This is an optimization exercise on Yosys and OpenROAD, whose aim is small area and a short achievable clock period, not a production implementation. The RTL was checked by simulation tests, not by an equivalence proof against the original design. Power is estimated from default activity; no workload was simulated. No driver is modelled on the clock port, so clocking that relies on it looks cheaper here than on a real chip.

[flow/run.sh]
#!/bin/bash
# synth_recipe.tcl (not shown) runs the flow's synth.tcl, then flattens the netlist and writes it again
# the make line also repeats each setting of config.mk as NAME=value (left out here)
make -C /OpenROAD-flow-scripts/flow DESIGN_CONFIG=/design/flow/config.mk WORK_HOME=/design/flow/orfs CLKGATE_MAP_FILE= SYNTH_SCRIPT=/design/flow/synth_recipe.tcl finish
[flow/config.mk]
export PLATFORM = sky130hd
export DESIGN_NAME = any1_alu_queue
export DESIGN_NICKNAME = any1_alu_queue
export VERILOG_FILES = /design/flow/design.v
export SDC_FILE = /design/flow/constraint.sdc
export NUM_CORES = 4
export LEC_CHECK = 0
export CAP_MARGIN = 20
export CORE_MARGIN = 2
export CORE_UTILIZATION = 70
export CTS_CLUSTER_DIAMETER = 60
export CTS_CLUSTER_SIZE = 30
export PLACE_DENSITY = 0.8
export SETUP_SLACK_MARGIN = 2.0
export SLEW_MARGIN = 20
export SYNTH_HIERARCHICAL = 1
export SYNTH_MINIMUM_KEEP_SIZE = 0
[flow/constraint.sdc]
create_clock -name core_clock -period 4.4 [get_ports {clk_i}]
set_input_delay 0.8800 -clock core_clock [delete_from_list [all_inputs] [get_ports {clk_i}]]
set_output_delay 0.8800 -clock core_clock [all_outputs]
set_load 0.01 [all_outputs]
[flow/design.v]
`default_nettype none
module any1_alu_queue #(
   parameter int DEPTH        = 8,
   parameter int AFULL_MARGIN = 2
) (
   input  logic                     rst_i,
   input  logic                     clk_i,
   input  logic                     flush_i,
   input  logic [358:0]             rec_i,
   output logic [358:0]             rec_o,
   output logic                     valid_o,
   input  logic                     rdy_i,
   output logic [$clog2(DEPTH):0]   count_o,
   output logic                     full_o,
   output logic                     afull_o,
   output logic                     ovf_o
);
   localparam int PW = 358;            
   localparam int RN = DEPTH - 1;      
   logic [PW-1:0]  head;
   logic [PW-1:0]  ring [RN];
   logic [RN-1:0]  wptr;               
   logic [RN-1:0]  rsel;               
   logic [3:0]     count;
   logic           valid, full, afull, ovf;
   logic           le1;                
   logic           mid;                
   logic           one;                
   logic           wr, go;
   logic           pop, push;
   logic           head_in;            
   logic           head_ring;          
   logic           head_hold;
   logic [RN-1:0]  head_sel;
   logic           ring_wr;            
   logic [RN-1:0]  ring_we;
   logic [3:0]     count_nx;
   logic [RN-1:0]  rptr_nx;
   logic [RN-1:0]  rptr;
   logic [PW-1:0]  head_nx;
   assign wr   = rec_i[358];
   assign go   = ~flush_i;
   assign pop  = valid & rdy_i & go;
   assign push = wr & go & (~full | pop);
   assign head_in   = wr & go & (rdy_i ? le1 : ~valid);
   assign head_ring = rdy_i & go & ~le1;
   assign head_sel  = {RN{rdy_i & go}} & rsel;
   assign head_hold = ~head_in & ~head_ring;
   assign ring_wr = wr & go & (mid | (rdy_i ? full : one));
   assign ring_we = {RN{ring_wr}} & wptr;
   always_comb begin
      count_nx = count;
      if (push & ~pop) count_nx = count + 4'd1;
      else if (pop & ~push) count_nx = count - 4'd1;
   end
   assign rptr_nx = head_ring ? {rptr[RN-2:0], rptr[RN-1]} : rptr;
   always_ff @(posedge clk_i or posedge rst_i) begin
      if (rst_i) begin
         count <= '0;
         valid <= 1'b0;
         full  <= 1'b0;
         afull <= 1'b0;
         ovf   <= 1'b0;
         le1   <= 1'b1;
         mid   <= 1'b0;
         one   <= 1'b0;
         rptr  <= RN'(1);
         rsel  <= '0;
         wptr  <= RN'(1);
      end else if (flush_i) begin
         count <= '0;
         valid <= 1'b0;
         full  <= 1'b0;
         afull <= 1'b0;
         ovf   <= 1'b0;
         le1   <= 1'b1;
         mid   <= 1'b0;
         one   <= 1'b0;
         rptr  <= RN'(1);
         rsel  <= '0;
         wptr  <= RN'(1);
      end else begin
         count <= count_nx;
         valid <= (count_nx != 4'd0);
         full  <= (count_nx == 4'(DEPTH));
         afull <= (count_nx >= 4'(DEPTH - AFULL_MARGIN));
         le1   <= (count_nx <= 4'd1);
         mid   <= (count_nx >= 4'd2) & (count_nx <= 4'(DEPTH - 1));
         one   <= (count_nx == 4'd1);
         if (wr & full & ~pop) ovf <= 1'b1;
         rptr  <= rptr_nx;
         rsel  <= (count_nx >= 4'd2) ? rptr_nx : '0;
         if (ring_wr) wptr <= {wptr[RN-2:0], wptr[RN-1]};
      end
   end
   for (genvar b = 0; b < PW; b++) begin : g_head
      logic g0, g1, g2;
      any1_alu_queue_aoi222 u_g0 (
         .s0(head_hold),   .d0(head[b]),
         .s1(head_in),     .d1(rec_i[b]),
         .s2(head_sel[0]), .d2(ring[0][b]), .y(g0));
      any1_alu_queue_aoi222 u_g1 (
         .s0(head_sel[1]), .d0(ring[1][b]),
         .s1(head_sel[2]), .d1(ring[2][b]),
         .s2(head_sel[3]), .d2(ring[3][b]), .y(g1));
      any1_alu_queue_aoi222 u_g2 (
         .s0(head_sel[4]), .d0(ring[4][b]),
         .s1(head_sel[5]), .d1(ring[5][b]),
         .s2(head_sel[6]), .d2(ring[6][b]), .y(g2));
      any1_alu_queue_nand3 u_n (.a(g0), .b(g1), .c(g2), .y(head_nx[b]));
   end
   always_ff @(posedge clk_i) head <= head_nx;
   for (genvar k = 0; k < RN; k++) begin : g_ring
      always_ff @(posedge clk_i) begin
         if (ring_we[k]) ring[k] <= rec_i[PW-1:0];
      end
   end
   assign rec_o   = {valid, head};
   assign valid_o = valid;
   assign count_o = count;
   assign full_o  = full;
   assign afull_o = afull;
   assign ovf_o   = ovf;
endmodule
module any1_alu_queue_aoi222 (
   input  logic s0, d0, s1, d1, s2, d2,
   output logic y
);
   assign y = ~((s0 & d0) | (s1 & d1) | (s2 & d2));
endmodule
module any1_alu_queue_nand3 (
   input  logic a, b, c,
   output logic y
);
   assign y = ~(a & b & c);
endmodule
`default_nettype wire
==> results of run 1 <==
[path summary, 6_finish.rpt]
| kind | cells after the start | endpoint |
|---|---|---|
| min | 2 | head[204]$_DFF_P_ |
| max | 1 | rec_o[78] |
| min reg2reg | 2 | head[204]$_DFF_P_ |
| max in group asynchronous | 3 | valid$_DFF_PP0_ |
| min in group asynchronous | 3 | wptr[6]$_DFFE_PP0P_ |
| max reg2reg | 7 | head[154]$_DFF_P_ |
[modules after synthesis (local to each module, per instance)]
| module | area, µm² | copies in the design |
|---|---|---|
| any1_alu_queue | 84050 | 1 |
| any1_alu_queue_aoi222 | 10.01 | 1074 |
| any1_alu_queue_nand3 | 5.005 | 358 |
[worst register-to-register path, stage by stage, from the launching register on]
cell       delay (ns)
dfrtp_2          0.43
buf_4            0.17
or2b_1           0.25
a21o_4           0.27
buf_12           0.20
clkbuf_16        0.43
a222oi_1         0.40
nand3_1          0.17
[layer usage]
layer	share of wire	up-vias	track usage	wire, µm
met1	0.32	28980	0.4883	85090
met2	0.49	5323	0.5775	129000
met5	0.0010	-	0	276
li1	-	23120	-	-
met3	0.14	686	0.08038	37630
met4	0.046	44	0.1724	12190
[metrics by stage]
step / utilization / instance area (µm²) / worst slack (ns)
3_5_place_dp: 0.7967 / 109300 / 0.7579
6_report: 0.8379 / 114900 / 1.955
3_3_place_gp: 0.7967 / 109300 / 0.8842
4_1_cts: 0.8354 / 114600 / 1.783
5_1_grt: 0.8376 / 114900 / 1.907
2_1_floorplan: - / 96640 / -3.413
[state kept, by name, summed over array words and instances, names as in the netlist, 4 cells and up]
| name | count |
|---|---|
| ring | 2506 |
| head | 358 |
| rptr | 7 |
| rsel | 7 |
| wptr | 7 |
| count | 4 |
[cells by family (layout without fill, tap and decap cells)]
kind of cell	after synthesis	after routing	share of synthesized area
flops	2896	2896	0.8616
compound gates	1101	1101	0.1135
simple gates	410	416	0.02228
buf+inv	13	1248	0.0008679
mux	8	8	0.0008679
xor+xnor	4	4	0.0006349
fa+ha+maj	2	2	0.0002590
other cells	0	61	0
[cell type report]
type,instances,area [µm²],area share
antenna,61,152.6,0.001328
clock buffer,164,3816,0.03321
clock inverter,98,1285,0.01118
inverter,5,18.77,0.0001633
multi-input combinational,1531,13410,0.1166
sequential,2896,83470,0.7264
tap,1794,2245,0.01953
timing repair buffer,981,10530,0.09159
[power breakdown]
| group | switching, µW | leakage [µW] | internal, µW | total (µW) |
|---|---|---|---|---|
| clock network | 8960 | 0.00246 | 7380 | 16300 |
| logic | 2870 | 0.00880 | 2320 | 5190 |
| registers | 1050 | 0.0260 | 31100 | 32200 |
| total | 12900 | 0.0373 | 40800 | 53700 |
[timing repair]
item,in CTS,in global routing
pin swaps,8,8
resized for setup,772,81
buffers inserted,15,13
cloned,4,5
setup endpoints to repair,2746,1411
[cells in the final DEF, fill, tap and decap left out, types with 20 or more instances in the layout]
| cell | synthesis | layout |
|---|---|---|
| clkdlybuf4s15_1 | 0 | 104 |
| nand3_1 | 359 | 359 |
| dfrtp_1 | 29 | 24 |
| buf_12 | 0 | 121 |
| diode_2 | 0 | 61 |
| clkdlybuf4s50_1 | 0 | 359 |
| clkbuf_16 | 0 | 153 |
| dfxtp_2 | 0 | 95 |
| buf_4 | 1 | 117 |
| dlygate4sd2_1 | 0 | 178 |
| a222oi_1 | 1074 | 1074 |
| dfxtp_1 | 358 | 230 |
| inv_6 | 0 | 20 |
| clkdlybuf4s15_2 | 0 | 53 |
| clkbuf_2 | 0 | 20 |
| edfxtp_1 | 2506 | 2506 |
| dfxtp_4 | 0 | 33 |
==> results.cfg, run 1 <==
[clocking]
cts_tree = built
cts_buffer_depth = 3
clock-sinks = 2896
htree_levels = 4
clock_latency_ns = 0.83
clk_pin_slew_worst_paths_ns = 0.09
cts-buffers-inserted = 141
cts-root-buf = clkbuf_16
cts_hold_buf = 0

[grt]
grtUsageTotal = 0.3634
grt_max_degree = 94
grt-ovfl-total = 0
grt_pass1_vias = 56730
grt_pass1_wl_mm = 375.4
grt_antenna_before_repair = 72

[final_layout]
layout-drive-gt1-share = 0.1336
fin_cells = 7530
nets = 5921
syn_to_final_growth_pct = 18.98
fillers = 6129

[timing]
hold_viol_final = 0
fin_tns_setup_ns = 0
tightestPinTransition_ns = 0.7006
maxSlewViolCount = 0
relSlewSlack = 0.5329
fin_crit_ns = 2.445
rsz0062_at_grt = true
fin_skew_ns = 0.05056
hold_slack_ns = 0.4734
fmax_mhz = 409.0
setup_violations = 0
fin_crit_sh = 0.5557

[synthesis]
syn-cell-area_um2 = 96590
avgSynthCellArea_um2 = 21.78
async_reset_ff_frac = 0.01105
yosys.area.top_type = edfxtp_1
synth.top_cell.area_share = 0.7791
ys_seq_area_frac = 0.8616
yosys_warnings = 9
synth_cell_types = 48
synth.most_common_cell = edfxtp_1
synth_nets = 4799
synth_common_cells = edfxtp_1 (2506), a222oi_1 (1074), nand3_1 (359)
synthCells = 4434
synth-edff-count = 2506
synth_ff_type = edfxtp_1
ys_seq_elements = 2896
ys_top_cells_by_area = edfxtp_1 (78%), a222oi_1 (11%), dfxtp_1 (7.4%)

[floorplan]
die-area_um2 = 141000
initial_utilization = 0.7042
rows = 136
die_h_um = 375.5
ios = 730
chipWidth_um = 375.5
core_area_um2 = 137200

[setup_path]
reg2reg_slack_ns = 1.97
slowest_stage = dfxtp_2
critPathBufInv = 1
critPathLaunch = head[78]$_DFF_P_
cp_max_fo = 2
cp_top_family = flip-flops
path_class = flip-flop to output pin
crit_chain = dlygate4sd2_1
critPathCaptureType = output pin
arrival_ns = 1.57
crit_path_start_kind = flip-flop
rr_startpoint = valid$_DFF_PP0_
cp.required_ns = 3.52
slowest_delay_ns = 0.42

[routing]
wl_per_cell_um = 35.09
drc = 0
drtAntennaViolNets = 0
first_iter_violations = 13330
vias = 58160
drt-total-wl_mm = 264.2
drtPass1Iterations = 12
vias_per_cell = 7.724

[placed_design]
dpl.hpwl_mm = 149.0
globalplace.congestion = 0.8234
io_buffers = 729
dp_cells = 7170

[flow_run]
drv_cap = 0

[min_path]
min_path_type = flip-flop to flip-flop
min-delay-start = ring[2][204]$_DFFE_PP_

[power_and_ir_drop]
p_per_area_nw_per_um2 = 467.5
power.leakage_uw = 0.03727
peakVddDrop_uv = 401.9
power.total_uw = 53720

[run_status]
outcome = timing/DRC/antenna clean
==> inputs of run 2 (changes only) <==
--- a/flow/config.mk
+++ b/flow/config.mk
@@ -9,7 +9,7 @@
 export CORE_MARGIN = 2
-export CORE_UTILIZATION = 70
-export CTS_CLUSTER_DIAMETER = 60
+export CORE_UTILIZATION = 60
+export CTS_CLUSTER_DIAMETER = 80
 export CTS_CLUSTER_SIZE = 30
-export PLACE_DENSITY = 0.8
-export SETUP_SLACK_MARGIN = 2.0
+export PLACE_DENSITY = 0.7
+export SETUP_SLACK_MARGIN = 1.8
 export SLEW_MARGIN = 20
==> results.cfg, run 2 <==
[setup_path]
path_class = flip-flop to output pin
cp_top_family = buffers and inverters
critPathBufInv = 1
slowest_delay_ns = 0.54
cp_max_fo = 2
crit_path_start_kind = flip-flop
slowest_stage = clkdlybuf4s50_1
crit_chain = clkdlybuf4s50_1
arrival_ns = 1.67
critPathCaptureType = output pin
cp.required_ns = 3.52

[final_layout]
fillers = 9953
top_regs = ring (2506), head (358)
final_common_cell = edfxtp_1
multi_input_area_um2 = 13390
final_cell_area_um2 = 113800
largest_reg_flops = 2506
mostFrequentLayoutCells = edfxtp_1 (2506), a222oi_1 (1074), clkdlybuf4s50_1 (386)
regMostFlops = ring
syn_to_final_growth_pct = 17.80
utilization = 0.7103
register_area_um2 = 83410
nets = 5882
layout-drive-gt1-share = 0.1043

[timing]
fin_skew_ns = 0.03119
tightestPinTransition_ns = 0.8365
rsz0062_at_grt = false
maxSlewViolCount = 0
fin_crit_sh = 0.5800
fin_crit_ns = 2.552
setup_violations = 0
relSlewSlack = 0.4423
hold_viol_final = 0
fmax_mhz = 391.9

[synthesis]
synth_common_cells = edfxtp_1 (2506), a222oi_1 (1074), nand3_1 (359)
yosys_warnings = 9
ys_seq_area_frac = 0.8616
synthCells = 4434
async_reset_ff_frac = 0.01105
synth_nets = 4799
synth_cell_types = 48
synth.most_common_cell = edfxtp_1
synth_ff_type = edfxtp_1
ys_seq_elements = 2896
avgSynthCellArea_um2 = 21.78
synth.top_cell.area_share = 0.7791
yosys.area.top_type = edfxtp_1
syn-cell-area_um2 = 96590
ys_top_cells_by_area = edfxtp_1 (78%), a222oi_1 (11%), dfxtp_1 (7.4%)
synth-edff-count = 2506

[routing]
drtAntennaViolNets = 0
first_iter_violations = 10780
drt-total-wl_mm = 250.7
drtPass1Iterations = 9
vias_per_cell = 7.099
wl_per_cell_um = 32.07
vias = 55480
drc = 0

[clocking]
clock-sinks = 2896
clock_latency_ns = 0.77
clk_pin_slew_worst_paths_ns = 0.11
cts_tree = built
cts-root-buf = clkbuf_16
cts_hold_buf = 0
cts-buffers-inserted = 120
htree_levels = 3
cts_buffer_depth = 3

[grt]
grt_pass1_vias = 53370
grt_pass1_wl_mm = 360.9
grt_max_degree = 87
grtUsageTotal = 0.2980
grt_antenna_before_repair = 65
grt-ovfl-total = 0

[floorplan]
ios = 730
initial_utilization = 0.6029
core_area_um2 = 160200
die-area_um2 = 164200
rows = 147
chipWidth_um = 405.2
die_h_um = 405.2

[placed_design]
dpl.hpwl_mm = 146.1
dpl_cell_area_um2 = 109500
globalplace.congestion = 0.7913
io_buffers = 729

[power_and_ir_drop]
power.total_uw = 51270
power.leakage_uw = 0.03694
peakVddDrop_uv = 375.0
p_per_area_nw_per_um2 = 450.6

[min_path]
min_path_type = flip-flop to flip-flop

[flow_run]
drv_cap = 0

[run_status]
outcome = timing/DRC/antenna clean
==> run 2: cell counts after synthesis <==
No cell type changed its count.
==> run 2: cell families (layout without fill, tap and decap cells) <==
| logic type | after synthesis | count (layout) | synth area share |
|---|---|---|---|
| XOR/XNOR | 4 | 4 | 0.0006349 |
| buffers and inverters | 13 | 1194 | 0.0008679 |
| AND/OR/NAND/NOR | 410 | 412 | 0.02228 |
| multiplexers | 8 | 8 | 0.0008679 |
| other | 0 | 36 | 0 |
| AO/OA/AOI/OAI | 1101 | 1103 | 0.1135 |
| flip-flops | 2896 | 2896 | 0.8616 |
| adder cells (fa/ha/maj) | 2 | 2 | 0.0002590 |
==> run 2: layout make-up <==
| class | count | area share |
|---|---|---|
| multi-input combinational | 1529 | 0.1176 |
| timing repair buffer | 965 | 0.08867 |
| antenna | 36 | 0.0007917 |
| sequential | 2896 | 0.7331 |
| inverter | 5 | 0.0001649 |
| clock inverter | 60 | 0.006246 |
| tap | 2160 | 0.02375 |
| clock buffer | 164 | 0.02967 |
==> run 2: modules after synthesis, one instance, submodules excluded <==
module                 flip-flops and latches  cells inside  area [µm²]
any1_alu_queue_aoi222                       0             1       10.01
any1_alu_queue_nand3                        0             1       5.005
any1_alu_queue                           2896          3002       84050
==> run 2: repair_timing <==
action	4_1_cts	5_1_grt
resized for setup	479	11
hold endpoints to repair	0	0
pin swaps	5	0
endpoints found under the setup margin	1021	123
cloned	4	0
buffers inserted	18	2
==> run 2: power by group <==
part	internal, µW	total, µW	switching (µW)
clock	5980	14200	8210
sequential	31100	32100	991
combinational	2270	4970	2700
total	39400	51300	11900
==> run 2: final timing paths <==
path,slack (ns),to,depth (start not counted),from
max in group asynchronous,3.56,count[1]$_DFF_PP0_,3,rst_i
worst min register to register,0.48,head[139]$_DFF_P_,2,ring[2][139]$_DFFE_PP_
worst max-delay path,1.85,rec_o[331],1,head[331]$_DFF_P_
min in group asynchronous,0.49,rptr[2]$_DFF_PP0_,3,rst_i
worst max register to register,1.88,head[15]$_DFF_P_,7,valid$_DFF_PP0_
worst min-delay path,0.48,head[139]$_DFF_P_,2,ring[2][139]$_DFFE_PP_
==> run 2: routing by layer <==
layer / part of all wire / track usage / up-vias / wire (µm)
li1: - / - / 22990 / -
met1: 0.37 / 0.4266 / 28510 / 92580
met2: 0.48 / 0.4681 / 3544 / 121000
met3: 0.12 / 0.06156 / 375 / 29860
met4: 0.027 / 0.09184 / 66 / 6807
met5: 0.0017 / 0 / - / 428
==> run 2: stage by stage <==
stage               instances  setup TNS [ns]  hold WS [ns]  setup WS [ns]
floorplan                4434        -5031.01        0.4405         -3.413
global placement         7531               0        0.4480         0.7989
detailed placement       7531               0        0.4507         0.7001
CTS                      7777               0        0.4585          1.647
finish                   7815               0        0.4752          1.848
global route             7802               0        0.5010          1.801
==> inputs of run 3 (changes only) <==
==> flow/flow/run.sh (new file) <==
#!/bin/bash
# Layout flow: the standard ORFS flow (standard.sh), with the port
# buffers made from buf_2 cells instead of the default delay-buffer cell and
# the clock tree built without dummy balancing loads.
set -euo pipefail
export BUFFER_PORTS_ARGS="-buffer_cell sky130_fd_sc_hd__buf_2"
export CTS_ARGS="-sink_clustering_enable -repair_clock_nets -sink_clustering_size 30 -sink_clustering_max_diameter 80 -dont_use_dummy_load"
bash standard.sh > standard.log 2>&1
==> flow/standard.sh (new file) <==
#!/bin/bash
# synth_recipe.tcl (not shown) runs the flow's synth.tcl, then flattens the netlist and writes it again
# the make line also repeats each setting of config.mk as NAME=value (left out here)
make -C /OpenROAD-flow-scripts/flow DESIGN_CONFIG=/design/flow/config.mk WORK_HOME=/design/flow/orfs CLKGATE_MAP_FILE= SYNTH_SCRIPT=/design/flow/synth_recipe.tcl "${@:-finish}"
removed: flow/run.sh
==> results.cfg, run 3 <==
[power_and_ir_drop]
power.leakage_uw = 0.03556
clkPwrFrac = 0.252
pwr-share-seq = 0.654
peakVddDrop_uv = 533.9
internal_power_uw = 37570
combPwrFrac = 0.095
power.total_uw = 48670
p_sw_frac = 0.2282
net-switching-power_uw = 11110
p_per_area_nw_per_um2 = 447.5

[synthesis]
ys_top_cells_by_area = edfxtp_1 (78%), a222oi_1 (11%), dfxtp_1 (7.4%)
synth_fa_ha_area_frac = 0.0002591
synth.most_common_cell = edfxtp_1
synth.top_cell.area_share = 0.7791
synth_xor_area_frac = 0.0006347
yosys_warnings = 9
synth_common_cells = edfxtp_1 (2506), a222oi_1 (1074), nand3_1 (359)
synth_ff_type = edfxtp_1
yosys.area.top_type = edfxtp_1
synth_mux_area_frac = 0.0008679
syn-cell-area_um2 = 96590
synthCells = 4434
ys_seq_elements = 2896
avgSynthCellArea_um2 = 21.78
yosys.area_share.simple = 0.02228
synth-edff-count = 2506
synth_cell_types = 48
async_reset_ff_frac = 0.01105
synth-compound-area-share = 0.1135
synth_nets = 4799
synth_top_family_by_area = compound AO/OA/AOI/OAI gates
ys_seq_area_frac = 0.8616

[clocking]
clk_pin_slew_worst_paths_ns = 0.11
cts_hold_buf = 0
clock-sinks = 2896
cts-buffers-inserted = 118
cts_buffer_depth = 3
cts_tree = built
clock_latency_ns = 0.77
cts-root-buf = clkbuf_16
htree_levels = 3

[grt]
grt-ovfl-total = 0
grtUsageTotal = 0.2938
grt_pass1_wl_mm = 355.8
grt_antenna_before_repair = 109
grt_pass1_vias = 53140
grt_max_degree = 133

[run_status]
outcome = timing/DRC/antenna clean

[timing]
fmax_mhz = 372.0
fin_skew_ns = 0.07158
fin_crit_sh = 0.6110
rsz0062_at_grt = true
setup_violations = 0
tightestPinTransition_ns = 1.235
hold_viol_final = 0
fin_crit_ns = 2.688
hold_slack_ns = 0.2561
relSlewSlack = 0.1764
maxSlewViolCount = 0

[final_layout]
multi_input_area_um2 = 13420
fillers = 10250
top_regs = ring (2506), head (358)
final_common_cell = edfxtp_1
syn_to_final_growth_pct = 12.62
mostFrequentLayoutCells = edfxtp_1 (2506), a222oi_1 (1074), buf_2 (728)
nets = 5863
regMostFlops = ring
layout-drive-gt1-share = 0.2014
largest_reg_flops = 2506
register_area_um2 = 83220

[setup_path]
reg2reg_slack_ns = 1.75
slowest_delay_ns = 0.58
cp.required_ns = 5.09
arrival_ns = 3.38
rr_endpoint = head[35]$_DFF_P_
path_class = input port to flip-flop
cp_top_family = simple AND/OR/NAND/NOR gates
crit_path_start_kind = input port
crit_chain = clkbuf_4 > nand2b_4 > nor3_4 > buf_12 > a222oi_1 > nand3_1
critPathCaptureType = flip-flop
r2r_cells = 5
critPathBufInv = 2
cp_max_fo = 132
rr_startpoint = valid$_DFF_PP0_
slowest_stage = nor3_4

[routing]
drtPass1Iterations = 9
drtAntennaViolNets = 0
vias = 55240
first_iter_violations = 10600
vias_per_cell = 7.159
wl_per_cell_um = 32.17
drc = 0
drt-total-wl_mm = 248.2

[min_path]
min_path_type = input port to asynchronous set/reset pin

[floorplan]
chipWidth_um = 405.2
die_h_um = 405.2
die-area_um2 = 164200
rows = 147
core_area_um2 = 160200
ios = 730
initial_utilization = 0.6029

[placed_design]
dpl.hpwl_mm = 143.8
io_buffers = 729
globalplace.congestion = 0.8034

[flow_run]
drv_cap = 0
## run 3: repair_timing
item,in CTS,in global routing
buffers inserted,5,0
endpoints found under the setup margin,74,293
resized for setup,3,8
gates cloned,5,3
pin swaps,4,4
## run 3: metrics by stage
| stage | utilization | setup TNS [ns] | worst slack, ns | cell area [µm²] | instances |
|---|---|---|---|---|---|
| 3_3_place_gp | 0.6587 | 0 | 1.131 | 105500 | 7525 |
| 2_1_floorplan | - | -5031.01 | -3.413 | 96640 | 4434 |
| 5_1_grt | 0.6786 | 0 | 1.756 | 108700 | 7691 |
| 6_report | 0.6790 | 0 | 1.712 | 108800 | 7716 |
| 3_5_place_dp | 0.6587 | 0 | 1.049 | 105500 | 7525 |
| 4_1_cts | 0.6777 | 0 | 1.778 | 108600 | 7653 |
## run 3: area by class of cell
cell class | instances | share of cell area
flip-flops and latches | 2896 | 0.7651
multi-input cells | 1533 | 0.1234
repair buffers | 944 | 0.05801
clock buffers | 118 | 0.02715
well taps | 2160 | 0.02485
diodes | 60 | 0.001380
inverters | 5 | 0.0001725
## run 3: worst max-delay path by stage
| stage | start | end | slack (ns) | cells past startpoint |
|---|---|---|---|---|
| floorplan | rdy_i | head[0]$_DFF_P_ | -3.41 | 6 |
| global placement | flush_i | head[265]$_DFF_P_ | 1.13 | 6 |
| detailed placement | flush_i | head[8]$_DFF_P_ | 1.05 | 6 |
| CTS | full$_DFF_PP0_ | ring[2][60]$_DFFE_PP_ | 1.78 | 4 |
| global route | full$_DFF_PP0_ | ring[3][282]$_DFFE_PP_ | 1.76 | 4 |
| finish | flush_i | head[35]$_DFF_P_ | 1.71 | 6 |
## run 3: Yosys stat by module, one instance, submodules excluded
module | cells | flip-flops and latches | times used
any1_alu_queue_aoi222 | 1 | 0 | 1074
any1_alu_queue | 3002 | 2896 | 1
any1_alu_queue_nand3 | 1 | 0 | 358
## run 3: cell families (layout without fill, tap and decap cells)
kind of cell               after synthesis  after routing
and+or+nand+nor                        410            416
AOI/OAI and AO/OA                     1101           1103
muxes                                    8              8
DFF                                   2896           2896
other                                    0             60
buffers and inverters                   13           1067
adders and majority gates                2              2
xor gates and xnor gates                 4              4
## run 3: per-layer routing
metal,GRT usage,vias up,part of all wire
met5,0,-,0.0024
met4,0.1111,92,0.031
met3,0.07527,411,0.13
li1,-,22860,-
met2,0.4595,3558,0.48
met1,0.4027,28320,0.36
## run 3: worst register-to-register path, cell delays in order, from the launching register on
cell	delay (ns)
dfrtp_1	0.51
nor2b_1	0.23
nor3_4	0.51
buf_12	0.42
a222oi_1	0.71
nand3_1	0.19
## run 3: power by group through the flow
stage | clock [µW] | combinational [µW] | sequential, µW
2_1_floorplan | 0 | 1640 | 32600
3_3_place_gp | 0 | 4400 | 32400
3_5_place_dp | 0 | 4520 | 32400
4_1_cts | 12400 | 4570 | 31800
5_1_grt | 13300 | 4900 | 31900
6_report | 12300 | 4600 | 31800
==> inputs of run 4 (changes only) <==
--- a/flow/design.v
+++ b/flow/design.v
@@ -23,2 +23,4 @@
    logic [RN-1:0]  rsel;               
+   logic [RN-1:0]  wsel_n;             
+   logic [RN-1:0]  wsel_p;             
    logic [3:0]     count;
@@ -26,4 +28,2 @@
    logic           le1;                
-   logic           mid;                
-   logic           one;                
    logic           wr, go;
@@ -39,2 +39,3 @@
    logic [RN-1:0]  rptr;
+   logic [RN-1:0]  wptr_nx;
    logic [PW-1:0]  head_nx;
@@ -48,4 +49,4 @@
    assign head_hold = ~head_in & ~head_ring;
-   assign ring_wr = wr & go & (mid | (rdy_i ? full : one));
-   assign ring_we = {RN{ring_wr}} & wptr;
+   assign ring_we = {RN{wr & go}} & (rdy_i ? wsel_p : wsel_n);
+   assign ring_wr = |ring_we;
    always_comb begin
@@ -56,2 +57,3 @@
    assign rptr_nx = head_ring ? {rptr[RN-2:0], rptr[RN-1]} : rptr;
+   assign wptr_nx = ring_wr ? {wptr[RN-2:0], wptr[RN-1]} : wptr;
    always_ff @(posedge clk_i or posedge rst_i) begin
@@ -64,4 +66,2 @@
          le1   <= 1'b1;
-         mid   <= 1'b0;
-         one   <= 1'b0;
          rptr  <= RN'(1);
@@ -69,2 +69,4 @@
          wptr  <= RN'(1);
+         wsel_n <= '0;
+         wsel_p <= '0;
       end else if (flush_i) begin
@@ -76,4 +78,2 @@
          le1   <= 1'b1;
-         mid   <= 1'b0;
-         one   <= 1'b0;
          rptr  <= RN'(1);
@@ -81,2 +81,4 @@
          wptr  <= RN'(1);
+         wsel_n <= '0;
+         wsel_p <= '0;
       end else begin
@@ -87,4 +89,2 @@
          le1   <= (count_nx <= 4'd1);
-         mid   <= (count_nx >= 4'd2) & (count_nx <= 4'(DEPTH - 1));
-         one   <= (count_nx == 4'd1);
          if (wr & full & ~pop) ovf <= 1'b1;
@@ -92,3 +92,5 @@
          rsel  <= (count_nx >= 4'd2) ? rptr_nx : '0;
-         if (ring_wr) wptr <= {wptr[RN-2:0], wptr[RN-1]};
+         wptr  <= wptr_nx;
+         wsel_n <= ((count_nx >= 4'd1) & (count_nx <= 4'(DEPTH - 1))) ? wptr_nx : '0;
+         wsel_p <= (count_nx >= 4'd2) ? wptr_nx : '0;
       end
--- a/flow/config.mk
+++ b/flow/config.mk
@@ -9,7 +9,7 @@
 export CORE_MARGIN = 2
-export CORE_UTILIZATION = 60
+export CORE_UTILIZATION = 65
 export CTS_CLUSTER_DIAMETER = 80
 export CTS_CLUSTER_SIZE = 30
-export PLACE_DENSITY = 0.7
-export SETUP_SLACK_MARGIN = 1.8
+export PLACE_DENSITY = 0.75
+export SETUP_SLACK_MARGIN = 2.2
 export SLEW_MARGIN = 20
==> results.cfg, run 4 <==
[synthesis]
synth_cell_types = 43
ys_seq_area_frac = 0.8610
async_reset_ff_frac = 0.01513
synth_common_cells = edfxtp_1 (2506), a222oi_1 (1074), dfxtp_1 (358), nand3_1 (358), dfrtp_1 (41)
ys_top_cells_by_area = edfxtp_1 (78%), a222oi_1 (11%), dfxtp_1 (7.4%)
avgSynthCellArea_um2 = 21.63
synth_ff_type = edfxtp_1
synth_nets = 4849
ys_seq_elements = 2908
synth.most_common_cell = edfxtp_1
synth.top_cell.area_share = 0.7758
synthCells = 4484
synth-edff-count = 2506
syn-cell-area_um2 = 97010
yosys.area.top_type = edfxtp_1
yosys_warnings = 9

[final_layout]
fin_cells = 7524
layout-drive-gt1-share = 0.2306
syn_to_final_growth_pct = 13.32
largest_reg_flops = 2506
mostFrequentLayoutCells = edfxtp_1 (2506), a222oi_1 (1074), buf_2 (551)
final_cell_area_um2 = 109900
regMostFlops = ring
nets = 5887
final_common_cell = edfxtp_1
top_regs = ring (2506), head (358)

[power_and_ir_drop]
peakVddDrop_uv = 441.2
p_per_area_nw_per_um2 = 441.5
p_sw_frac = 0.2232
pwr-share-seq = 0.654
power.leakage_uw = 0.03589
net-switching-power_uw = 10830
combPwrFrac = 0.096
internal_power_uw = 37700
clkPwrFrac = 0.249

[grt]
grt_pass1_vias = 53380
grt_pass1_wl_mm = 356.8
grtUsageTotal = 0.3173
grt_max_degree = 123
grt_antenna_before_repair = 97
grt-ovfl-total = 0

[floorplan]
die_h_um = 390.3
initial_utilization = 0.6554
chipWidth_um = 390.3
rows = 141
die-area_um2 = 152300
ios = 730
core_area_um2 = 148000

[setup_path]
crit_path_start_kind = flip-flop
reg2reg_slack_ns = 2.27
path_depth = 1
crit_chain = buf_6
r2r_cells = 8
cp.required_ns = 3.52
rr_endpoint = head[141]$_DFF_P_
critPathCaptureType = output pin
slowest_stage = dfrtp_2
rr_startpoint = le1$_DFF_PP1_
critPathBufInv = 1
cp_top_family = flip-flops
path_class = flip-flop to output pin
cp_max_fo = 5
arrival_ns = 1.34
slowest_delay_ns = 0.46

[clocking]
clock_latency_ns = 0.77
htree_levels = 3
cts_tree = built
cts-root-buf = clkbuf_16
cts-buffers-inserted = 115
clk_pin_slew_worst_paths_ns = 0.11
cts_buffer_depth = 3
clock-sinks = 2908

[min_path]
min_path_type = input port to asynchronous set/reset pin

[routing]
vias = 55860
wl_per_cell_um = 33.02
wl_met3_mm = 32.84
wl_met1_mm = 87.01
first_iter_violations = 10170
drtAntennaViolNets = 0
top_layer = met5
vias_per_cell = 7.424
dr_wl_met2_mm = 118.5
drc = 0
drtPass1Iterations = 10
drt-total-wl_mm = 248.5

[placed_design]
globalplace.congestion = 0.8072
io_buffers = 729
dpl_cell_area_um2 = 105300
dp_cells = 7284
dpl.hpwl_mm = 137.7

[flow_run]
drv_cap = 0

[timing]
tightestPinTransition_ns = 1.021
relSlewSlack = 0.3194
maxSlewViolCount = 0
fin_tns_setup_ns = 0
setup_violations = 0
hold_viol_final = 0
fin_crit_sh = 0.5039
fin_crit_ns = 2.217
fin_skew_ns = 0.06249
fmax_mhz = 451.0
rsz0062_at_grt = true

[run_status]
outcome = timing/DRC/antenna clean
-- run 4: changes by cell type after synthesis, moves of 7 or more --
cell     previous run  this run
dfrtp_1            29        41
a21oi_2             0         8
nand2_1             1        16
nor3_1              2         9
mux2i_1             7        15
-- run 4: cell families (layout without fill, tap and decap cells) --
family / after synthesis / count (layout) / share of synthesized area
other: 0 / 74 / 0
flip-flops: 2908 / 2908 / 0.8610
XOR/XNOR: 2 / 2 / 0.0002580
AO/OA/AOI/OAI: 1103 / 1104 / 0.1129
multiplexers: 15 / 15 / 0.001548
adder cells (fa/ha/maj): 2 / 2 / 0.0002579
AND/OR/NAND/NOR: 437 / 442 / 0.02300
buffers and inverters: 17 / 1047 / 0.0009802
-- run 4: timing repair --
| action | in CTS | in global routing |
|---|---|---|
| endpoints found under the setup margin | 1101 | 281 |
| hold buffers | 0 | 0 |
| setup buffers | 32 | 11 |
| pin swaps | 9 | 5 |
| gates resized for setup | 355 | 58 |
| gates cloned | 5 | 3 |
-- run 4: how the worst max path moves through the flow --
| stage | startpoint | end | slack, ns |
|---|---|---|---|
| floorplan | flush_i | head[100]$_DFF_P_ | -3.42 |
| global placement | rdy_i | head[264]$_DFF_P_ | 1.16 |
| detailed placement | rdy_i | head[136]$_DFF_P_ | 1.03 |
| CTS | valid$_DFF_PP0_ | rec_o[358] | 2.14 |
| global route | valid$_DFF_PP0_ | rec_o[358] | 2.14 |
| finish | valid$_DFF_PP0_ | rec_o[358] | 2.18 |
-- run 4: stage by stage --
stage	hold WS, ns	setup slack (ns)	util	power (µW)
6_report	0.2342	2.183	0.7426	48530
5_1_grt	0.2837	2.145	0.7421	49850
4_1_cts	0.2188	2.144	0.7391	48480
3_5_place_dp	0.4503	1.034	0.7117	36380
3_3_place_gp	0.4492	1.160	0.7117	36180
2_1_floorplan	0.4405	-3.419	-	33970
-- run 4: area by class of cell --
class / count / area [µm²]
Sequential cell: 2908 / 83780
Fill cell: 8379 / 38090
Multi-Input combinational cell: 1565 / 13560
Timing Repair Buffer: 926 / 7079
Clock buffer: 115 / 2878
Tap cell: 1930 / 2415
Antenna cell: 74 / 185.2
Inverter: 6 / 22.52
-- run 4: power by group through the flow --
stage	clock network (µW)	registers, µW	logic [µW]
after floorplan	0	32500	1470
after global placement	0	32100	4060
after detailed placement	0	32200	4200
after CTS	12200	31700	4570
after global routing	13100	31800	4940
final	12100	31700	4680
-- run 4: Yosys stat by module, one instance, submodules excluded --
module	cell area (µm²)	copies in the design	cells inside
any1_alu_queue_aoi222	10.01	1074	1
any1_alu_queue	84460	1	3052
any1_alu_queue_nand3	5.005	358	1
-- run 4: per-layer routing --
metal | vias to the layer above | global-route usage
li1 | 22990 | -
met1 | 28360 | 0.4488
met2 | 3964 | 0.4881
met3 | 483 | 0.07516
met4 | 62 | 0.1234
met5 | - | 0
==> inputs of run 5 (changes only) <==
--- a/flow/config.mk
+++ b/flow/config.mk
@@ -9,6 +9,6 @@
 export CORE_MARGIN = 2
-export CORE_UTILIZATION = 65
+export CORE_UTILIZATION = 70
 export CTS_CLUSTER_DIAMETER = 80
 export CTS_CLUSTER_SIZE = 30
-export PLACE_DENSITY = 0.75
+export PLACE_DENSITY = 0.8
 export SETUP_SLACK_MARGIN = 2.2
==> results.cfg, run 5 <==
[run_status]
outcome = timing/DRC/antenna clean

[clocking]
cts-buffers-inserted = 110
clock-sinks = 2908
htree_levels = 3
cts_tree = built
clk_pin_slew_worst_paths_ns = 0.11
cts_buffer_depth = 3
clock_latency_ns = 0.77
cts-root-buf = clkbuf_16

[grt]
grtUsageTotal = 0.3504
grt-ovfl-total = 0
grt_pass1_wl_mm = 364.6
grt_antenna_before_repair = 108
grt_pass1_vias = 54700
grt_max_degree = 107

[synthesis]
ys_seq_area_frac = 0.8610
synth_common_cells = edfxtp_1 (2506), a222oi_1 (1074), dfxtp_1 (358), nand3_1 (358), dfrtp_1 (41)
yosys.area_share.simple = 0.02300
synth_top_family_by_area = compound AO/OA/AOI/OAI gates
ys_top_cells_by_area = edfxtp_1 (78%), a222oi_1 (11%), dfxtp_1 (7.4%)
synth-edff-count = 2506
syn-cell-area_um2 = 97010
synth.most_common_cell = edfxtp_1
avgSynthCellArea_um2 = 21.63
yosys_warnings = 9
ys_seq_elements = 2908
yosys.area.top_type = edfxtp_1
async_reset_ff_frac = 0.01513
synth-compound-area-share = 0.1129
synth.top_cell.area_share = 0.7758
synth_ff_type = edfxtp_1
synth_mux_area_frac = 0.001548
synth_nets = 4849
synth_cell_types = 43
synth_fa_ha_area_frac = 0.0002580
synthCells = 4484
synth_xor_area_frac = 0.0002580

[timing]
relSlewSlack = 0.4208
timing.final.ws_setup_ns = 2.188
fin_crit_ns = 2.212
setup_violations = 0
hold_viol_final = 0
fin_skew_ns = 0.04279
fin_crit_sh = 0.5026
fin_tns_setup_ns = 0
maxSlewViolCount = 0
fmax_mhz = 452.2
rsz0062_at_grt = true
tightestPinTransition_ns = 0.8688

[final_layout]
nets = 5919
fin_cells = 7437
final_common_cell = edfxtp_1
top_regs = ring (2506), head (358)
mostFrequentLayoutCells = edfxtp_1 (2506), a222oi_1 (1074), buf_2 (624)
layout-drive-gt1-share = 0.2233
final_cell_area_um2 = 109700
regMostFlops = ring
largest_reg_flops = 2506
syn_to_final_growth_pct = 13.05

[power_and_ir_drop]
internal_power_uw = 37370
power.leakage_uw = 0.03600
pwr-share-seq = 0.658
peakVddDrop_uv = 527.4
p_per_area_nw_per_um2 = 439.8
combPwrFrac = 0.096
p_sw_frac = 0.2251
power.total_uw = 48230
clkPwrFrac = 0.246
net-switching-power_uw = 10860

[setup_path]
cp_max_fo = 5
arrival_ns = 1.33
cp_top_family = flip-flops
critPathBufInv = 1
rr_startpoint = valid$_DFF_PP0_
slowest_delay_ns = 0.46
cp.required_ns = 3.52
crit_chain = buf_6
r2r_cells = 8
reg2reg_slack_ns = 2.20
slowest_stage = dfrtp_2
crit_path_start_kind = flip-flop
critPathCaptureType = output pin
path_class = flip-flop to output pin
rr_endpoint = head[9]$_DFF_P_

[placed_design]
dpl.hpwl_mm = 140.4
globalplace.congestion = 0.8140
dpl_cell_area_um2 = 105200
dp_slack_ns = 1.061
io_buffers = 729
dp_cells = 7169

[floorplan]
rows = 136
die-area_um2 = 141600
initial_utilization = 0.7055
ios = 730
chipWidth_um = 376.3
core_area_um2 = 137500
die_h_um = 376.3

[min_path]
min_path_type = input port to asynchronous set/reset pin

[routing]
wl_per_cell_um = 34.54
drtPass1Iterations = 13
vias_per_cell = 7.720
first_iter_violations = 12200
drt-total-wl_mm = 256.9
vias = 57410
drtAntennaViolNets = 0
drc = 0

[flow_run]
drv_cap = 0
run 5: cell counts after synthesis:
Identical to the previous run, type by type.
run 5: logic make-up (layout without fill, tap and decap cells):
kind of cell | count (synthesis) | in the layout
adders and majority gates | 2 | 2
AOI/OAI and AO/OA | 1103 | 1105
and+or+nand+nor | 437 | 444
other | 0 | 91
muxes | 15 | 15
DFF | 2908 | 2908
buffers and inverters | 17 | 1076
xor gates and xnor gates | 2 | 2
run 5: final cells by class:
class | count | area [µm²]
Sequential cell | 2908 | 83700
Inverter | 6 | 22.52
Timing Repair Buffer | 960 | 7123
Tap cell | 1794 | 2245
Clock buffer | 110 | 2753
Fill cell | 6845 | 27830
Multi-Input combinational cell | 1568 | 13600
Antenna cell | 91 | 227.7
run 5: worst max path at each step:
stage / start / to / slack [ns] / depth (start not counted)
CTS: valid$_DFF_PP0_ / rec_o[358] / 2.14 / 1
global route: valid$_DFF_PP0_ / head[9]$_DFF_P_ / 2.12 / 8
floorplan: flush_i / head[100]$_DFF_P_ / -3.42 / 6
finish: valid$_DFF_PP0_ / rec_o[358] / 2.19 / 1
global placement: rdy_i / head[281]$_DFF_P_ / 1.13 / 6
detailed placement: rdy_i / head[121]$_DFF_P_ / 1.06 / 6
run 5: power groups by stage:
stage | clock network, µW | registers (µW) | logic [µW]
2_1_floorplan | 0 | 32500 | 1470
3_3_place_gp | 0 | 32100 | 4010
3_5_place_dp | 0 | 32200 | 4170
4_1_cts | 11900 | 31700 | 4430
5_1_grt | 12700 | 31800 | 4870
6_report | 11900 | 31700 | 4640
run 5: layer usage:
metal / track usage / part of all wire / up-vias
met2: 0.5322 / 0.47 / 4866
met1: 0.4872 / 0.33 / 28780
li1: - / - / 23080
met3: 0.09041 / 0.15 / 615
met5: 0 / 0.0017 / -
met4: 0.1625 / 0.048 / 68
run 5: what timing repair did:
action / 4_1_cts / 5_1_grt
setup buffers: 44 / 6
gates cloned: 10 / 7
resized for setup: 233 / 37
setup endpoints to repair: 1057 / 404
pin swaps: 12 / 21
hold buffers: 0 / 0
run 5: through the flow:
step                utilization  hold WS [ns]
finish                   0.7976        0.2513
global route             0.7969        0.2894
CTS                      0.7934        0.2348
detailed placement       0.7653        0.4546
global placement         0.7653        0.4464
floorplan                     -        0.4405
run 5: modules after synthesis (local to each module, per instance):
| module | flops+latches | cells |
|---|---|---|
| any1_alu_queue_nand3 | 0 | 1 |
| any1_alu_queue_aoi222 | 0 | 1 |
| any1_alu_queue | 2908 | 3052 |
==> inputs of run 6 (changes only) <==
==> flow/flow/run.sh (replaced) <==
#!/bin/bash
# Layout flow: the standard ORFS flow (standard.sh), with the port
# buffers made from buf_1 cells instead of the default delay-buffer cell and
# the clock tree built without dummy balancing loads.
set -euo pipefail
export BUFFER_PORTS_ARGS="-buffer_cell sky130_fd_sc_hd__buf_1"
export CTS_ARGS="-sink_clustering_enable -repair_clock_nets -sink_clustering_size 30 -sink_clustering_max_diameter 80 -dont_use_dummy_load"
bash standard.sh > standard.log 2>&1
--- a/flow/config.mk
+++ b/flow/config.mk
@@ -9,7 +9,7 @@
 export CORE_MARGIN = 2
-export CORE_UTILIZATION = 70
+export CORE_UTILIZATION = 65
 export CTS_CLUSTER_DIAMETER = 80
 export CTS_CLUSTER_SIZE = 30
-export PLACE_DENSITY = 0.8
-export SETUP_SLACK_MARGIN = 2.2
+export PLACE_DENSITY = 0.75
+export SETUP_SLACK_MARGIN = 2.4
 export SLEW_MARGIN = 20
==> results.cfg, run 6 <==
[run_status]
outcome = timing/DRC/antenna clean

[clocking]
cts-buffers-inserted = 116
cts_tree = built
htree_levels = 3
cts-root-buf = clkbuf_16
clk_pin_slew_worst_paths_ns = 0.11
clock_latency_ns = 0.79
clock-sinks = 2908
cts_buffer_depth = 3

[final_layout]
register_area_um2 = 84020
final_cell_area_um2 = 114900
nets = 6096
layout-drive-gt1-share = 0.2299
regMostFlops = ring
syn_to_final_growth_pct = 18.40
mostFrequentLayoutCells = edfxtp_1 (2506), a222oi_1 (1074), buf_6 (395)
multi_input_area_um2 = 13830
final_common_cell = edfxtp_1
largest_reg_flops = 2506
fillers = 7544
fin_cells = 7725
top_regs = ring (2506), head (358)

[timing]
timing.final.ws_setup_ns = 2.055
fin_crit_ns = 2.345
relSlewSlack = 0.4252
fmax_mhz = 426.5
fin_crit_sh = 0.5329
rsz0062_at_grt = true
setup_violations = 0
maxSlewViolCount = 0
hold_viol_final = 0
fin_skew_ns = 0.07566
tightestPinTransition_ns = 0.8622

[grt]
grt-ovfl-total = 0
grt_max_degree = 109
grt_pass1_wl_mm = 380.3
grtUsageTotal = 0.3421
grt_antenna_before_repair = 80
grt_pass1_vias = 55070

[synthesis]
synth_ff_type = edfxtp_1
synthCells = 4484
synth.most_common_cell = edfxtp_1
yosys_warnings = 9
async_reset_ff_frac = 0.01513
avgSynthCellArea_um2 = 21.63
synth-edff-count = 2506
synth.top_cell.area_share = 0.7758
synth_cell_types = 43
syn-cell-area_um2 = 97010
synth_common_cells = edfxtp_1 (2506), a222oi_1 (1074), dfxtp_1 (358), nand3_1 (358), dfrtp_1 (41)
ys_seq_area_frac = 0.8610
yosys.area.top_type = edfxtp_1
ys_seq_elements = 2908
synth_nets = 4849
ys_top_cells_by_area = edfxtp_1 (78%), a222oi_1 (11%), dfxtp_1 (7.4%)

[power_and_ir_drop]
power.total_uw = 50810
power.leakage_uw = 0.03710
peakVddDrop_uv = 567.6
p_per_area_nw_per_um2 = 442.4

[floorplan]
die_h_um = 390.3
ios = 730
core_area_um2 = 148000
die-area_um2 = 152300
initial_utilization = 0.6554
rows = 141
chipWidth_um = 390.3

[routing]
drtAntennaViolNets = 0
drt-total-wl_mm = 279.8
wl_per_cell_um = 36.21
drtPass1Iterations = 13
vias = 58730
first_iter_violations = 11570
drc = 0
vias_per_cell = 7.602

[setup_path]
critPathCaptureType = flip-flop
arrival_ns = 2.96
cp_top_family = compound AO/OA/AOI/OAI gates
critPathBufInv = 5
crit_chain = buf_6 > buf_4 > buf_6 > a21oi_4 > buf_4 > a31oi_1 > o22ai_2 > o211ai_1 > buf_4 > and2_4
crit_path_start_kind = flip-flop
crit_path_frequent_cell = buf_4
cp.required_ns = 5.01
path_class = flip-flop to flip-flop
slowest_delay_ns = 0.44
slowest_stage = dfrtp_2
cp_max_fo = 6
reg2reg_slack_ns = 2.06

[placed_design]
globalplace.congestion = 0.7951
io_buffers = 729
dp_cells = 7288
dpl_cell_area_um2 = 104300
dpl.hpwl_mm = 136.5
dp_slack_ns = 0.9819

[flow_run]
drv_cap = 0

[min_path]
min_path_type = input port to asynchronous set/reset pin
[run 6: changes by cell type in the layout (fill, tap and decap cells not counted), moves of 11 or more]
cell       change
buf_6        +370
clkbuf_16     +19
buf_12        -15
buf_16        +62
diode_2       -25
dfxtp_2      +228
buf_4         -27
buf_1        +360
dfxtp_1      -239
buf_2        -621
dfxtp_4       +11
[run 6: per-layer routing]
layer,part of all wire,up-vias,GRT usage
li1,-,23450,-
met1,0.33,29550,0.4720
met2,0.47,5026,0.5257
met3,0.15,652,0.08995
met4,0.048,50,0.1457
met5,0.0012,-,0
[run 6: report_power, final]
group          switching (µW)  total, µW  internal [µW]
logic                    3210       6490           3280
registers                 848      32000          31200
clock network            7590      12300           4720
[run 6: Yosys stat by module, one instance, submodules excluded]
module / flip-flops and latches / copies in the design / area, µm²
any1_alu_queue: 2908 / 1 / 84460
any1_alu_queue_aoi222: 0 / 1074 / 10.01
any1_alu_queue_nand3: 0 / 358 / 5.005
[run 6: repair_timing]
action | in CTS | in global routing
buffers inserted | 107 | 63
cloned | 53 | 32
hold buffers | 0 | 0
gates resized for setup | 1410 | 108
endpoints found under the setup margin | 2756 | 1005
pin swaps | 224 | 205
[run 6: final cells by class]
| cell class | instances | area share |
|---|---|---|
| inverters | 6 | 0.0001961 |
| flip-flops and latches | 2908 | 0.7316 |
| repair buffers | 1125 | 0.1001 |
| multi-input cells | 1574 | 0.1204 |
| clock buffers | 116 | 0.02527 |
| well taps | 1930 | 0.02103 |
| diodes | 66 | 0.001438 |
[run 6: path summary, 6_finish.rpt]
check,from,to,depth (start not counted)
max in group asynchronous,rst_i,count[2]$_DFF_PP0_,3
setup / recovery,valid$_DFF_PP0_,rsel[5]$_DFF_PP0_,10
min in group core_clock,ring[2][352]$_DFFE_PP_,head[352]$_DFF_P_,2
hold reg to reg,ring[2][352]$_DFFE_PP_,head[352]$_DFF_P_,2
hold / removal,rst_i,rsel[0]$_DFF_PP0_,3
setup reg to reg,valid$_DFF_PP0_,rsel[5]$_DFF_PP0_,10
[run 6: cell families (layout without fill, tap and decap cells)]
group                    after synthesis  after routing  synth area share
flip-flops                          2908           2908            0.8610
XOR/XNOR                               2              2         0.0002580
AND/OR/NAND/NOR                      437            445           0.02300
other                                  0             66                 0
buffers and inverters                 17           1247         0.0009802
AO/OA/AOI/OAI                       1103           1110            0.1129
multiplexers                          15             15          0.001548
adder cells (fa/ha/maj)                2              2         0.0002579
[run 6: metrics by stage]
step	util	hold slack [ns]	setup TNS [ns]
global route	0.7755	0.2739	0
global placement	0.7044	0.4456	0
CTS	0.7641	0.2019	0
finish	0.7760	0.2424	0
detailed placement	0.7044	0.4508	0
floorplan	-	0.4405	-7811.59
[run 6: worst min-delay path: stages]
cell and delay, ns:
buf_1 0.07, inv_1 0.04, buf_4 0.47
==> inputs of run 7 (changes only) <==
--- a/flow/config.mk
+++ b/flow/config.mk
@@ -13,3 +13,3 @@
 export PLACE_DENSITY = 0.75
-export SETUP_SLACK_MARGIN = 2.4
+export SETUP_SLACK_MARGIN = 2.2
 export SLEW_MARGIN = 20
==> results.cfg, run 7 <==
[synthesis]
ys_seq_elements = 2908
ys_seq_area_frac = 0.8610
avgSynthCellArea_um2 = 21.63
synth.top_cell.area_share = 0.7758
synthCells = 4484
ys_top_cells_by_area = edfxtp_1 (78%), a222oi_1 (11%), dfxtp_1 (7.4%)
async_reset_ff_frac = 0.01513
synth.most_common_cell = edfxtp_1
yosys.area.top_type = edfxtp_1
synth_nets = 4849
syn-cell-area_um2 = 97010
synth_common_cells = edfxtp_1 (2506), a222oi_1 (1074), dfxtp_1 (358), nand3_1 (358), dfrtp_1 (41)
synth_cell_types = 43
synth_ff_type = edfxtp_1
synth-edff-count = 2506
yosys_warnings = 9

[power_and_ir_drop]
p_sw_frac = 0.2241
internal_power_uw = 37630
combPwrFrac = 0.095
clkPwrFrac = 0.251
p_per_area_nw_per_um2 = 443.5
power.total_uw = 48500
net-switching-power_uw = 10870
pwr-share-seq = 0.654
peakVddDrop_uv = 529.0
power.leakage_uw = 0.03480

[floorplan]
ios = 730
initial_utilization = 0.6554
rows = 141
die-area_um2 = 152300
core_area_um2 = 148000
chipWidth_um = 390.3
die_h_um = 390.3

[routing]
drtAntennaViolNets = 0
drt-total-wl_mm = 251.3
drc = 0
wl_met1_mm = 87.74
top_layer = met5
first_iter_violations = 9939
wl_per_cell_um = 33.46
dr_wl_met2_mm = 119.9
wl_met3_mm = 33.19
vias_per_cell = 7.453
vias = 55980
drtPass1Iterations = 12

[run_status]
outcome = timing/DRC/antenna clean

[min_path]
min_path_type = input port to asynchronous set/reset pin

[timing]
rsz0062_at_grt = true
tightestPinTransition_ns = 1.028
setup_violations = 0
maxSlewViolCount = 0
hold_slack_ns = 0.2401
fin_crit_ns = 2.271
fin_crit_sh = 0.5161
relSlewSlack = 0.3145
fmax_mhz = 440.4
hold_viol_final = 0
fin_skew_ns = 0.07283

[clocking]
clock_latency_ns = 0.79
clock-sinks = 2908
cts_buffer_depth = 3
cts_hold_buf = 0
cts-root-buf = clkbuf_16
cts-buffers-inserted = 116
clk_pin_slew_worst_paths_ns = 0.10
htree_levels = 3
cts_tree = built

[grt]
grtUsageTotal = 0.3190
grt-ovfl-total = 0
grt_max_degree = 109
grt_pass1_vias = 53320
grt_antenna_before_repair = 86
grt_pass1_wl_mm = 359.1

[final_layout]
fillers = 8469
final_common_cell = edfxtp_1
mostFrequentLayoutCells = edfxtp_1 (2506), a222oi_1 (1074), buf_1 (392)
fin_cells = 7511
nets = 5885
regMostFlops = ring
top_regs = ring (2506), head (358)
syn_to_final_growth_pct = 12.73
layout-drive-gt1-share = 0.1593
largest_reg_flops = 2506

[setup_path]
path_class = input port to flip-flop
crit_path_start_kind = input port
critPathBufInv = 3
crit_chain = buf_1 > buf_4 > nor2b_4 > and2_4 > buf_12 > a222oi_1 > nand3_1
slowest_stage = nor2b_4
cp.required_ns = 5.03
cp_max_fo = 108
slowest_delay_ns = 0.31
cp_top_family = simple AND/OR/NAND/NOR gates
critPathCaptureType = flip-flop
arrival_ns = 2.90

[flow_run]
drv_cap = 0

[placed_design]
dp_cells = 7288
globalplace.congestion = 0.7951
io_buffers = 729
dpl.hpwl_mm = 136.5
[run 7: cell counts after synthesis]
No cell type changed its count.
[run 7: cell families after synthesis]
family,count (synthesis),synth area share
adders and majority gates,2,0.0002579
DFF,2908,0.8610
muxes,15,0.001548
AOI/OAI and AO/OA,1103,0.1129
buffers and inverters,17,0.0009802
and+or+nand+nor,437,0.02300
xor gates and xnor gates,2,0.0002580
[run 7: final timing paths]
kind / startpoint / endpoint / slack [ns] / cells past startpoint
setup / recovery: rdy_i / head[315]$_DFF_P_ / 2.13 / 7
hold / removal: rst_i / rptr[6]$_DFF_PP0_ / 0.24 / 3
setup reg to reg: valid$_DFF_PP0_ / head[193]$_DFF_P_ / 2.20 / 7
hold reg to reg: ring[2][352]$_DFFE_PP_ / head[352]$_DFF_P_ / 0.41 / 2
max in group asynchronous: rst_i / count[2]$_DFF_PP0_ / 3.70 / 3
min in group core_clock: ring[2][352]$_DFFE_PP_ / head[352]$_DFF_P_ / 0.41 / 2
[run 7: final cells by class]
cell class | count | area, µm² | share of cell area
multi-input combinational | 1566 | 13580 | 0.1242
clock buffer | 116 | 2903 | 0.02654
tap | 1930 | 2415 | 0.02208
antenna | 63 | 157.7 | 0.001442
timing repair buffer | 922 | 6495 | 0.05939
sequential | 2908 | 83780 | 0.7661
inverter | 6 | 22.52 | 0.0002059
[run 7: Yosys stat by module, one instance, submodules excluded]
module	cells inside	flops+latches
any1_alu_queue_nand3	1	0
any1_alu_queue_aoi222	1	0
any1_alu_queue	3052	2908
[run 7: repair_timing]
item | 4_1_cts | 5_1_grt
setup buffers | 26 | 2
pin swaps | 8 | 24
setup endpoints to repair | 1523 | 291
gates cloned | 13 | 3
resized for setup | 612 | 153
[run 7: tightest hold or removal path: stages]
cell   delay, ns
buf_1       0.07
inv_1       0.04
buf_4       0.46
[run 7: power groups by stage]
| stage | combinational (µW) | clock (µW) | sequential (µW) |
|---|---|---|---|
| 6_report | 4600 | 12200 | 31700 |
| 5_1_grt | 4860 | 13100 | 31800 |
| 4_1_cts | 4420 | 12200 | 31600 |
| 3_5_place_dp | 3910 | 0 | 32200 |
| 3_3_place_gp | 3780 | 0 | 32100 |
| 2_1_floorplan | 1470 | 0 | 32500 |
[run 7: metal layers]
layer	global-route usage	vias to the layer above
met5	0	-
met4	0.1239	62
met3	0.08164	466
met2	0.4938	3994
met1	0.4437	28480
li1	-	22980
[run 7: per-stage QoR]
stage | TNS, ns | utilization | instance area (µm²) | worst slack, ns
after CTS | 0 | 0.7351 | 108800 | 2.150
after global routing | 0 | 0.7385 | 109300 | 2.127
final | 0 | 0.7388 | 109400 | 2.129
after detailed placement | 0 | 0.7044 | 104300 | 0.9819
after floorplan | -7811.59 | - | 97140 | -3.419
after global placement | 0 | 0.7044 | 104300 | 1.108
==> inputs of run 8 (changes only) <==
--- a/flow/design.v
+++ b/flow/design.v
@@ -19,4 +19,6 @@
    localparam int RN = DEPTH - 1;      
+   localparam int NG = 8;              
+   localparam int GB = (PW + NG - 1) / NG;   
    logic [PW-1:0]  head;
-   logic [PW-1:0]  ring [RN];
+   logic [RN-1:0][PW-1:0] ring;
    logic [RN-1:0]  wptr;               
@@ -30,8 +32,4 @@
    logic           pop, push;
-   logic           head_in;            
    logic           head_ring;          
-   logic           head_hold;
-   logic [RN-1:0]  head_sel;
    logic           ring_wr;            
-   logic [RN-1:0]  ring_we;
    logic [3:0]     count_nx;
@@ -45,8 +43,23 @@
    assign push = wr & go & (~full | pop);
-   assign head_in   = wr & go & (rdy_i ? le1 : ~valid);
    assign head_ring = rdy_i & go & ~le1;
-   assign head_sel  = {RN{rdy_i & go}} & rsel;
-   assign head_hold = ~head_in & ~head_ring;
-   assign ring_we = {RN{wr & go}} & (rdy_i ? wsel_p : wsel_n);
-   assign ring_wr = |ring_we;
+   assign ring_wr   = wr & go & |(rdy_i ? wsel_p : wsel_n);
+   logic [NG-1:0]  g_hold, g_in;
+   logic [RN-1:0]  g_sel [NG];
+   logic [RN-1:0]  g_we  [NG];
+   for (genvar g = 0; g < NG; g++) begin : g_ctl
+      any1_alu_queue_ctl u_ctl (
+         .wr_i     (wr),
+         .flush_i  (flush_i),
+         .rdy_i    (rdy_i),
+         .valid_i  (valid),
+         .le1_i    (le1),
+         .rsel_i   (rsel),
+         .wsel_n_i (wsel_n),
+         .wsel_p_i (wsel_p),
+         .hold_o   (g_hold[g]),
+         .in_o     (g_in[g]),
+         .sel_o    (g_sel[g]),
+         .we_o     (g_we[g])
+      );
+   end
    always_comb begin
@@ -98,3 +111,9 @@
    for (genvar b = 0; b < PW; b++) begin : g_head
+      localparam int G = b / GB;
+      logic          head_hold, head_in;
+      logic [RN-1:0] head_sel;
       logic g0, g1, g2;
+      assign head_hold = g_hold[G];
+      assign head_in   = g_in[G];
+      assign head_sel  = g_sel[G];
       any1_alu_queue_aoi222 u_g0 (
@@ -115,4 +134,6 @@
    for (genvar k = 0; k < RN; k++) begin : g_ring
-      always_ff @(posedge clk_i) begin
-         if (ring_we[k]) ring[k] <= rec_i[PW-1:0];
+      for (genvar b = 0; b < PW; b++) begin : g_bit
+         always_ff @(posedge clk_i) begin
+            if (g_we[b / GB][k]) ring[k][b] <= rec_i[b];
+         end
       end
@@ -138,2 +159,24 @@
 endmodule
+module any1_alu_queue_ctl (
+   input  logic       wr_i,
+   input  logic       flush_i,
+   input  logic       rdy_i,
+   input  logic       valid_i,
+   input  logic       le1_i,
+   input  logic [6:0] rsel_i,
+   input  logic [6:0] wsel_n_i,
+   input  logic [6:0] wsel_p_i,
+   output logic       hold_o,
+   output logic       in_o,
+   output logic [6:0] sel_o,
+   output logic [6:0] we_o
+);
+   logic go, ring;
+   assign go     = ~flush_i;
+   assign in_o   = wr_i & go & (rdy_i ? le1_i : ~valid_i);
+   assign ring   = rdy_i & go & ~le1_i;
+   assign sel_o  = {7{rdy_i & go}} & rsel_i;
+   assign hold_o = ~in_o & ~ring;
+   assign we_o   = {7{wr_i & go}} & (rdy_i ? wsel_p_i : wsel_n_i);
+endmodule
 `default_nettype wire
==> flow/flow/run.sh (replaced) <==
#!/bin/bash
# Layout flow: the standard ORFS flow (standard.sh), with the port
# buffers made from buf_2 cells instead of the default delay-buffer cell and
# the clock tree built without dummy balancing loads.
set -euo pipefail
export BUFFER_PORTS_ARGS="-buffer_cell sky130_fd_sc_hd__buf_2"
export CTS_ARGS="-sink_clustering_enable -repair_clock_nets -sink_clustering_size 30 -sink_clustering_max_diameter 80 -dont_use_dummy_load"
bash standard.sh > standard.log 2>&1
==> results.cfg, run 8 <==
[grt]
grt-ovfl-total = 0
grt_antenna_before_repair = 114
grt_pass1_vias = 54870
grtUsageTotal = 0.3131
grt_pass1_wl_mm = 360.9
grt_max_degree = 50

[placed_design]
dp_cells = 7537
io_buffers = 729
globalplace.congestion = 0.7704
dpl.hpwl_mm = 136.4

[routing]
vias = 56500
drc = 0
vias_per_cell = 7.281
drtPass1Iterations = 9
first_iter_violations = 10520
drtAntennaViolNets = 0
wl_per_cell_um = 32.19
drt-total-wl_mm = 249.8

[power_and_ir_drop]
power.leakage_uw = 0.03610
peakVddDrop_uv = 495.4
p_per_area_nw_per_um2 = 436.8
power.total_uw = 48550

[synthesis]
ys_seq_elements = 2908
synthCells = 4684
synth-edff-count = 2506
synth_ff_type = edfxtp_1
synth.top_cell.area_share = 0.7632
async_reset_ff_frac = 0.01513
synth.most_common_cell = edfxtp_1
yosys.area.top_type = edfxtp_1
ys_top_cells_by_area = edfxtp_1 (76%), a222oi_1 (11%), dfxtp_1 (7.3%)
synth_cell_types = 48
ys_seq_area_frac = 0.8471
synth_common_cells = edfxtp_1 (2506), a222oi_1 (1074), nand3_1 (360)
synth_nets = 5049
syn-cell-area_um2 = 98600
yosys_warnings = 9
avgSynthCellArea_um2 = 21.05

[final_layout]
syn_to_final_growth_pct = 12.72
nets = 6038
top_regs = ring (2506), head (358)
regMostFlops = ring
final_common_cell = edfxtp_1
layout-drive-gt1-share = 0.2488
fin_cells = 7760
utilization = 0.7394
mostFrequentLayoutCells = edfxtp_1 (2506), a222oi_1 (1074), buf_2 (578)
largest_reg_flops = 2506

[clocking]
cts-root-buf = clkbuf_16
cts_buffer_depth = 3
cts_tree = built
clock_latency_ns = 0.76
cts-buffers-inserted = 115
cts_hold_buf = 0
clock-sinks = 2908
htree_levels = 3
clk_pin_slew_worst_paths_ns = 0.11

[timing]
fin_tns_setup_ns = 0
tightestPinTransition_ns = 0.9129
fin_skew_ns = 0.06730
fin_crit_ns = 2.359
maxSlewViolCount = 0
hold_viol_final = 0
relSlewSlack = 0.3905
fin_crit_sh = 0.5362
hold_slack_ns = 0.3323
setup_violations = 0
fmax_mhz = 423.8
rsz0062_at_grt = true

[setup_path]
critPathBufInv = 1
crit_chain = buf_6
cp.required_ns = 3.52
cp_max_fo = 4
cp_top_family = flip-flops
arrival_ns = 1.48
path_class = flip-flop to output pin
slowest_delay_ns = 0.58
crit_path_start_kind = flip-flop
critPathCaptureType = output pin
slowest_stage = dfrtp_4

[min_path]
min_path_type = input port to asynchronous set/reset pin

[floorplan]
ios = 730
core_area_um2 = 150300
die-area_um2 = 154800
initial_utilization = 0.6560
chipWidth_um = 393.5
rows = 142
die_h_um = 393.5

[flow_run]
drv_cap = 0

[run_status]
outcome = timing/DRC/antenna clean
==> run 8: kinds of logic (layout without fill, tap and decap cells) <==
group	after synthesis	in the layout	share of synthesized area
buf+inv	35	1021	0.002246
mux	72	72	0.007499
xor+xnor	2	2	0.0002538
flops	2908	2908	0.8471
compound gates	1106	1106	0.1126
fa+ha+maj	2	2	0.0002537
simple gates	559	560	0.03005
other cells	0	73	0
==> run 8: report_power, final <==
group          switching [µW]  internal [µW]  total [µW]
combinational            2680           1950        4620
sequential                738          31100       31800
clock                    7440           4680       12100
total                   10900          37700       48500
==> run 8: repair_timing <==
item | 4_1_cts | 5_1_grt
resized for setup | 316 | 164
endpoints found under the setup margin | 2863 | 410
setup buffers | 18 | 16
gates cloned | 0 | 1
pin swaps | 7 | 17
==> run 8: modules after synthesis (local to each module, per instance) <==
module | times used | flip-flops and latches | cells inside
any1_alu_queue_aoi222 | 1074 | 0 | 1
any1_alu_queue | 1 | 2908 | 3012
any1_alu_queue_ctl | 8 | 0 | 30
any1_alu_queue_nand3 | 358 | 0 | 1
==> run 8: path summary, 6_finish.rpt <==
check,start,end,slack (ns),depth (start not counted)
min in group core_clock,rec_i[273],ring[2421]$_DFFE_PP_,0.36,1
worst max register to register,valid$_DFF_PP0_,wsel_n[6]$_DFF_PP0_,2.04,7
max in group asynchronous,rst_i,valid$_DFF_PP0_,3.41,2
worst max-delay path,valid$_DFF_PP0_,rec_o[358],2.04,1
worst min register to register,ring[1791]$_DFFE_PP_,head[1]$_DFF_P_,0.43,2
worst min-delay path,rst_i,wsel_p[2]$_DFF_PP0_,0.33,2
==> run 8: metal layers <==
layer,vias to the layer above,global-route usage,part of all wire
li1,23560,-,-
met1,28570,0.4259,0.35
met2,3774,0.4810,0.47
met3,514,0.09071,0.13
met4,88,0.1318,0.041
met5,-,0,0.0022
==> run 8: final cells by class <==
| cell class | instances | area (µm²) |
|---|---|---|
| Antenna cell | 73 | 182.7 |
| Clock buffer | 115 | 2878 |
| Fill cell | 8774 | 39170 |
| Inverter | 12 | 45.04 |
| Multi-Input combinational cell | 1742 | 15740 |
| Sequential cell | 2908 | 83810 |
| Tap cell | 2016 | 2522 |
| Timing Repair Buffer | 894 | 5966 |
==> run 8: worst register-to-register path, cell delays in order (launching register included) <==
cell and delay (ns):
dfrtp_4 0.58, buf_4 0.17, buf_6 0.14, and2_4 0.17, or3_4 0.38, mux2i_4 0.24, a32oi_4 0.36, nor3b_2 0.23
==> run 8: stage by stage <==
step	setup WS (ns)	cell area, µm²
2_1_floorplan	2.062	99450
3_3_place_gp	1.065	106600
3_5_place_dp	1.007	106600
4_1_cts	1.932	110400
5_1_grt	1.986	111100
6_report	2.041	111100

Check on run 8: ideal ports give 2.041 ns setup slack; a clkbuf_16 on the clock port and buf_2 on the inputs give 1.956 ns; moving port delays by the midpoint clock arrival (0.819 ns) as well gives 1.334 ns.
